Context: an optimization exercise on an open-source flow, tuned for small area. The choices shown serve that exercise and are no tape-out recipe.
At most, simulation tests tie the RTL to the original design; equivalence was not proved.
Power and IR drop assume default switching activity.

==> flow/design.v <==
module multi_tone_generator #(
    parameter int CLK_HZ   = 125000000,
    parameter int CHANNELS = 4,
    parameter int NUM_W    = 40,
    parameter int CNT_W    = 32,
    parameter int MAX_FREQ = 999999,
    localparam int CH_W    = (CHANNELS > 1) ? $clog2(CHANNELS) : 1
) (
    input  logic                clk,
    input  logic                rst,
    input  logic                cfg_valid,
    output logic                cfg_ready,
    input  logic [CH_W-1:0]     cfg_chan,
    input  logic [31:0]         cfg_freq,
    input  logic [7:0]          cfg_duty,
    output logic                cfg_err,
    input  logic [CHANNELS-1:0] chan_en,
    output logic [CHANNELS-1:0] wave_out,
    output logic [CHANNELS-1:0] period_strb
);
    localparam logic [63:0] NUMER64 = 64'(CLK_HZ) * 64'd100;
    localparam logic [33:0] NUMER   = NUMER64[33:0];
    logic [5:0]  step;
    logic [1:0]  chan_r;
    logic [7:0]  duty_r;
    logic [19:0] nf_r;      
    logic [19:0] rem_r;
    logic [31:0] nq_r;      
    logic        zf_r, zd_r, seen_r;
    logic        accept, commit, div_ph, div_last, mul_ph, bad, fzero;
    logic        nbit, ge, ebit;
    logic [20:0] sh, df;
    logic [31:0] acc, mul_out;
    assign cfg_ready = (step == 6'd0);
    assign accept    = cfg_ready && cfg_valid;
    assign commit    = (step == 6'd1);
    assign div_ph    = (step >= 6'd9);
    assign div_last  = (step == 6'd9);
    assign mul_ph    = !cfg_ready && !div_ph;
    assign bad       = (|cfg_freq[31:20]) || (cfg_freq[19:0] > 20'(MAX_FREQ));
    assign fzero     = ~|cfg_freq;
    assign nbit = NUMER[step - 6'd9];
    assign sh   = {rem_r, nbit};
    always_comb begin
        logic c;
        c = 1'b1;
        for (int i = 0; i < 21; i++) begin
            logic b;
            b     = (i < 20) ? nf_r[i] : 1'b1;
            df[i] = sh[i] ^ b ^ c;
            c     = (sh[i] & b) | (sh[i] & c) | (b & c);
        end
        ge = c;
    end
    assign ebit = duty_r[0] ^ seen_r;
    assign acc = {nf_r[11:0], rem_r};
    always_comb begin
        logic c;
        logic [31:0] s;
        c = 1'b0;
        for (int i = 0; i < 32; i++) begin
            logic b;
            b    = ebit & ~nq_r[i];
            s[i] = acc[i] ^ b ^ c;
            c    = (acc[i] & b) | (acc[i] & c) | (b & c);
        end
        mul_out = {c | zd_r, s[31:1]};
    end
    always_ff @(posedge clk) begin
        if (rst) begin
            step    <= 6'd0;
            cfg_err <= 1'b0;
        end else begin
            cfg_err <= accept && bad;
            if (accept) begin
                if (bad)        step <= 6'd0;
                else if (fzero) step <= 6'd1;
                else            step <= 6'd42;
            end else if (!cfg_ready) begin
                step <= step - 6'd1;
            end
        end
    end
    always_ff @(posedge clk) begin
        if (accept) begin
            chan_r <= cfg_chan;
            duty_r <= cfg_duty;
            zd_r   <= ~|cfg_duty;
            nf_r   <= ~cfg_freq[19:0];
            rem_r  <= 20'd0;
            zf_r   <= fzero;
        end else if (div_ph) begin
            nq_r <= {nq_r[30:0], ~ge};
            if (div_last) begin
                rem_r  <= {{12{zd_r}}, 8'hff};
                nf_r   <= {20{zd_r}};
                seen_r <= 1'b0;
            end else begin
                rem_r <= ge ? df[19:0] : sh[19:0];
            end
        end else if (mul_ph) begin
            duty_r              <= {1'b0, duty_r[7:1]};
            seen_r              <= seen_r | duty_r[0];
            {nf_r[11:0], rem_r} <= mul_out;
        end
    end
    for (genvar i = 0; i < CHANNELS; i++) begin : g_chan
        logic [31:0] act_np, act_lo, pend_np, pend_lo, cnt;
        logic [31:0] cur, inc;
        logic        act_nz, pend_nz, pend_vld, first;
        logic        run, wrap, load, clr, commit_here, hit, high;
        always_comb begin
            logic c;
            cur = first ? act_np : cnt;
            c   = 1'b1;
            for (int k = 0; k < 32; k++) begin
                inc[k] = cur[k] ^ c;
                c      = cur[k] & c;
            end
            hit = (&cur[31:1]) & ~cur[0];
            c   = 1'b1;
            for (int k = 0; k < 32; k++)
                c = (cur[k] & act_lo[k]) | (cur[k] & c) | (act_lo[k] & c);
            high = ~c;
        end
        assign run         = chan_en[i] && act_nz;
        assign wrap        = run && hit;
        assign load        = pend_vld && (wrap || !run);
        assign clr         = rst || !run || wrap;
        assign commit_here = commit && (chan_r == i);
        always_ff @(posedge clk) begin
            cnt   <= inc;
            first <= clr;
            if (load) begin
                act_np <= pend_np;
                act_lo <= pend_lo;
            end
            if (commit_here) begin
                pend_np <= nq_r;
                pend_lo <= mul_out;
                pend_nz <= !zf_r;
            end
            if (rst) begin
                act_nz   <= 1'b0;
                pend_vld <= 1'b0;
            end else begin
                if (load)        act_nz   <= pend_nz;
                if (commit_here) pend_vld <= 1'b1;
                else if (load)   pend_vld <= 1'b0;
            end
        end
        assign wave_out[i]    = run && high;
        assign period_strb[i] = run && first;
    end
endmodule
export LEC_CHECK = 0
export CAP_MARGIN = 20
export CORE_MARGIN = 2
export CORE_UTILIZATION = 40
export SLEW_MARGIN = 20
create_clock -name core_clock -period 8.0 [get_ports {clk}]
run.sh (not shown) runs the stock make flow with config.mk's settings and CLKGATE_MAP_FILE= SYNTH_SCRIPT=/design/flow/synth_recipe.tcl, a recipe that flattens the netlist after the stock synthesis.
The baseline completed and failed the layout checks on negative setup slack.
Rerun with:
--- a/flow/config.mk
+++ b/flow/config.mk
@@ -10,0 +11,2 @@
+export CTS_BUF_LIST = sky130_fd_sc_hd__clkbuf_8
+export CTS_CLUSTER_SIZE = 20
After rerunning:
- The new run produced a layout that fails on negative setup slack
- total power goes down by 3.3%
- count of clock-buffer cells in the layout goes up by 25
- setup slack is better by 0.013 ns
- fmax hardly moves
- global-route usage stays flat
No functional check of the RTL was part of any run of this note.

---

Setup of the baseline:
multi_tone_generator, a different RTL version from the one above (not shown whole).
Size: about 660 flip-flops, roughly 59 I/O pins, about 25,000 µm² of cells after synthesis.
clock: 8.0 ns
lec_check: 0
cap_margin: 0
core_margin: 2
core_utilization: 80
slew_margin: 0
standard.sh (not shown) runs the stock make flow with config.mk's settings and CLKGATE_MAP_FILE= SYNTH_SCRIPT=/design/flow/synth_recipe.tcl, a recipe that flattens the netlist after the stock synthesis.
==> flow/flow/run.sh <==
#!/bin/bash
# The standard layout (standard.sh: standard synthesis, floorplan, place,
# CTS, route), with two changes:
#  * every input and output port gets the smallest buffer, buf_1, instead of
#    the default port buffer cell;
#  * clock tree synthesis uses clkbuf_8 buffers in clusters of at most 18
#    sinks and inserts no dummy loads.
# The make output goes to standard_flow.log; each ORFS step keeps its own log
# under orfs/logs/.
set -euo pipefail
export BUFFER_PORTS_ARGS="-buffer_cell sky130_fd_sc_hd__buf_1"
export CTS_ARGS="-sink_clustering_enable -repair_clock_nets -dont_use_dummy_load -buf_list sky130_fd_sc_hd__clkbuf_8 -sink_clustering_size 18 -sink_clustering_max_diameter 100"
bash standard.sh > standard_flow.log 2>&1
The baseline | status: complete | timing, DRC, antenna: pass
diff inputs: the baseline => the candidate
- CAP_MARGIN changed from 0 to 20
- SLEW_MARGIN changed from 0 to 20
Notes after the runs:
- The internal cell power was comparable across the candidate and the baseline.
- Changes observed in the candidate relative to the baseline: proportion of layout cells with a drive suffix above 1 went up by 0.37 points; summed area of non-filler cells in the final layout increased by 180 µm² relative to the old numbers; total power now sits at about the same level; worst setup slack went up by 0.10 ns.
- The headroom to the max-slew limit of the candidate is higher than that of the baseline.

---

multi_tone_generator again, from the RTL that the note above started with.
==> flow/config.mk <==
export PLATFORM = sky130hd
export DESIGN_NAME = multi_tone_generator
export DESIGN_NICKNAME = multi_tone_generator
export VERILOG_FILES = /design/flow/design.v
export SDC_FILE = /design/flow/constraint.sdc
export NUM_CORES = 4
export LEC_CHECK = 0
export CAP_MARGIN = 20
export CORE_MARGIN = 2
export CORE_UTILIZATION = 80
export SLEW_MARGIN = 20
==> flow/constraint.sdc <==
create_clock -name core_clock -period 8.0 [get_ports {clk}]
set_input_delay 1.6000 -clock core_clock [delete_from_list [all_inputs] [get_ports {clk}]]
set_output_delay 1.6000 -clock core_clock [all_outputs]
set_load 0.01 [all_outputs]
==> flow/flow/run.sh <==
#!/bin/bash
# The standard layout (standard.sh: standard synthesis, floorplan, place,
# CTS, route), with two changes:
#  * every input and output port gets the smallest buffer, buf_1, instead of
#    the default port buffer cell;
#  * clock tree synthesis uses clkbuf_8 buffers in clusters of at most 16
#    sinks and inserts no dummy loads.
# The make output goes to standard_flow.log; each ORFS step keeps its own log
# under orfs/logs/.
set -euo pipefail
export BUFFER_PORTS_ARGS="-buffer_cell sky130_fd_sc_hd__buf_1"
export CTS_ARGS="-sink_clustering_enable -repair_clock_nets -dont_use_dummy_load -buf_list sky130_fd_sc_hd__clkbuf_8 -sink_clustering_size 16 -sink_clustering_max_diameter 90"
bash standard.sh > standard_flow.log 2>&1
The starting point completed without violations.
Change:
==> flow/run.sh (new file) <==
#!/bin/bash
# synth_recipe.tcl (not shown) runs the flow's synth.tcl, then flattens the netlist and writes it again
# the make line also repeats each setting of config.mk as NAME=value (left out here)
make -C /OpenROAD-flow-scripts/flow DESIGN_CONFIG=/design/flow/config.mk WORK_HOME=/design/flow/orfs CLKGATE_MAP_FILE= SYNTH_SCRIPT=/design/flow/synth_recipe.tcl finish
--- a/flow/config.mk
+++ b/flow/config.mk
@@ -9,3 +9,6 @@
 export CORE_MARGIN = 2
 export CORE_UTILIZATION = 80
+export CTS_BUF_LIST = sky130_fd_sc_hd__clkbuf_8
+export CTS_CLUSTER_DIAMETER = 100
+export CTS_CLUSTER_SIZE = 18
 export SLEW_MARGIN = 20
removed: flow/flow/run.sh
removed: flow/standard.sh
What happened:
- utilization is higher by 1.3 points
- cell count is higher by 1.2%
- routed wire length is higher by 2.4%
Change:
==> flow/flow/run.sh (new file) <==
#!/bin/bash
set -euo pipefail
export BUFFER_PORTS_ARGS="-buffer_cell sky130_fd_sc_hd__buf_1"
bash standard.sh > standard_flow.log 2>&1
==> flow/standard.sh (new file) <==
#!/bin/bash
# synth_recipe.tcl (not shown) runs the flow's synth.tcl, then flattens the netlist and writes it again
# the make line also repeats each setting of config.mk as NAME=value (left out here)
make -C /OpenROAD-flow-scripts/flow DESIGN_CONFIG=/design/flow/config.mk WORK_HOME=/design/flow/orfs CLKGATE_MAP_FILE= SYNTH_SCRIPT=/design/flow/synth_recipe.tcl "${@:-finish}"
removed: flow/run.sh
After rerunning: The changed run completed without violations; combinational power falls by about 4%; utilization falls by 1.0 points; final area falls by 1.2%; critical path depth is unchanged; sequential power stays flat.
Change:
==> flow/flow/run.sh (replaced) <==
#!/bin/bash
# The standard layout (standard.sh: standard synthesis, floorplan, place,
# CTS, route), with two changes:
#  * every input and output port gets the smallest buffer, buf_1, instead of
#    the default port buffer cell;
#  * clock tree synthesis uses clkbuf_8 buffers in clusters of at most 18
#    sinks and inserts no dummy loads.
# The make output goes to standard_flow.log; each ORFS step keeps its own log
# under orfs/logs/.
set -euo pipefail
export BUFFER_PORTS_ARGS="-buffer_cell sky130_fd_sc_hd__buf_1"
export CTS_ARGS="-sink_clustering_enable -repair_clock_nets -dont_use_dummy_load -buf_list sky130_fd_sc_hd__clkbuf_8 -sink_clustering_size 18 -sink_clustering_max_diameter 100"
bash standard.sh > standard_flow.log 2>&1
--- a/flow/config.mk
+++ b/flow/config.mk
@@ -6,9 +6,7 @@
 export NUM_CORES = 4
 export LEC_CHECK = 0
+export ABC_AREA = 1
 export CAP_MARGIN = 20
 export CORE_MARGIN = 2
 export CORE_UTILIZATION = 80
-export CTS_BUF_LIST = sky130_fd_sc_hd__clkbuf_8
-export CTS_CLUSTER_DIAMETER = 100
-export CTS_CLUSTER_SIZE = 18
 export SLEW_MARGIN = 20
Effect: Count of clock-buffer cells in the layout goes down by 1; final area went up by 2.4%; clock skew rises by 0.020 ns.

-- afterwards: timing with drivers on the ports --
Ports are ideal in the flow. The routed layouts listed here were re-timed in OpenROAD. Step 1: set_driving_cell puts a clkbuf_16 on clk and a buf_2 on each other input, an assumption about the parent block. Step 2, shift: input delay + t, output delay - t, t = (earliest + latest rising clock arrival at the registers) / 2. This alone moves slack from input paths to output paths. a / b / c = ideal ports / drivers / drivers and shift; a / b = the first two.
run	t (ns)	slack for setup (ns)	hold slack, ns	worst setup path at the end	pins driven straight from the clock port
the first run of note 1	0.667	-4.185 / -4.185 / -4.185	0.398 / 0.398 / 0.398	register to register	1
the second run of note 1	0.772	-4.172 / -4.172 / -4.172	0.397 / 0.397 / 0.397	register to register	1
the baseline	0.626	0.453 / 0.453 / 0.453	0.417 / 0.417 / 0.417	register to register	1
the candidate	0.623	0.553 / 0.553 / 0.553	0.413 / 0.413 / 0.413	register to register	1
the first run of note 3	0.627	0.574 / 0.574 / 0.574	0.416 / 0.416 / 0.416	register to register	1
the second run of note 3	0.635	0.431 / 0.431 / 0.431	0.404 / 0.404 / 0.404	register to register	1
the third run of note 3	0.642	0.591 / 0.591 / 0.591	0.417 / 0.417 / 0.417	register to register	1
the fourth run of note 3	0.621	0.444 / 0.444 / 0.444	0.403 / 0.403 / 0.403	register to register	1
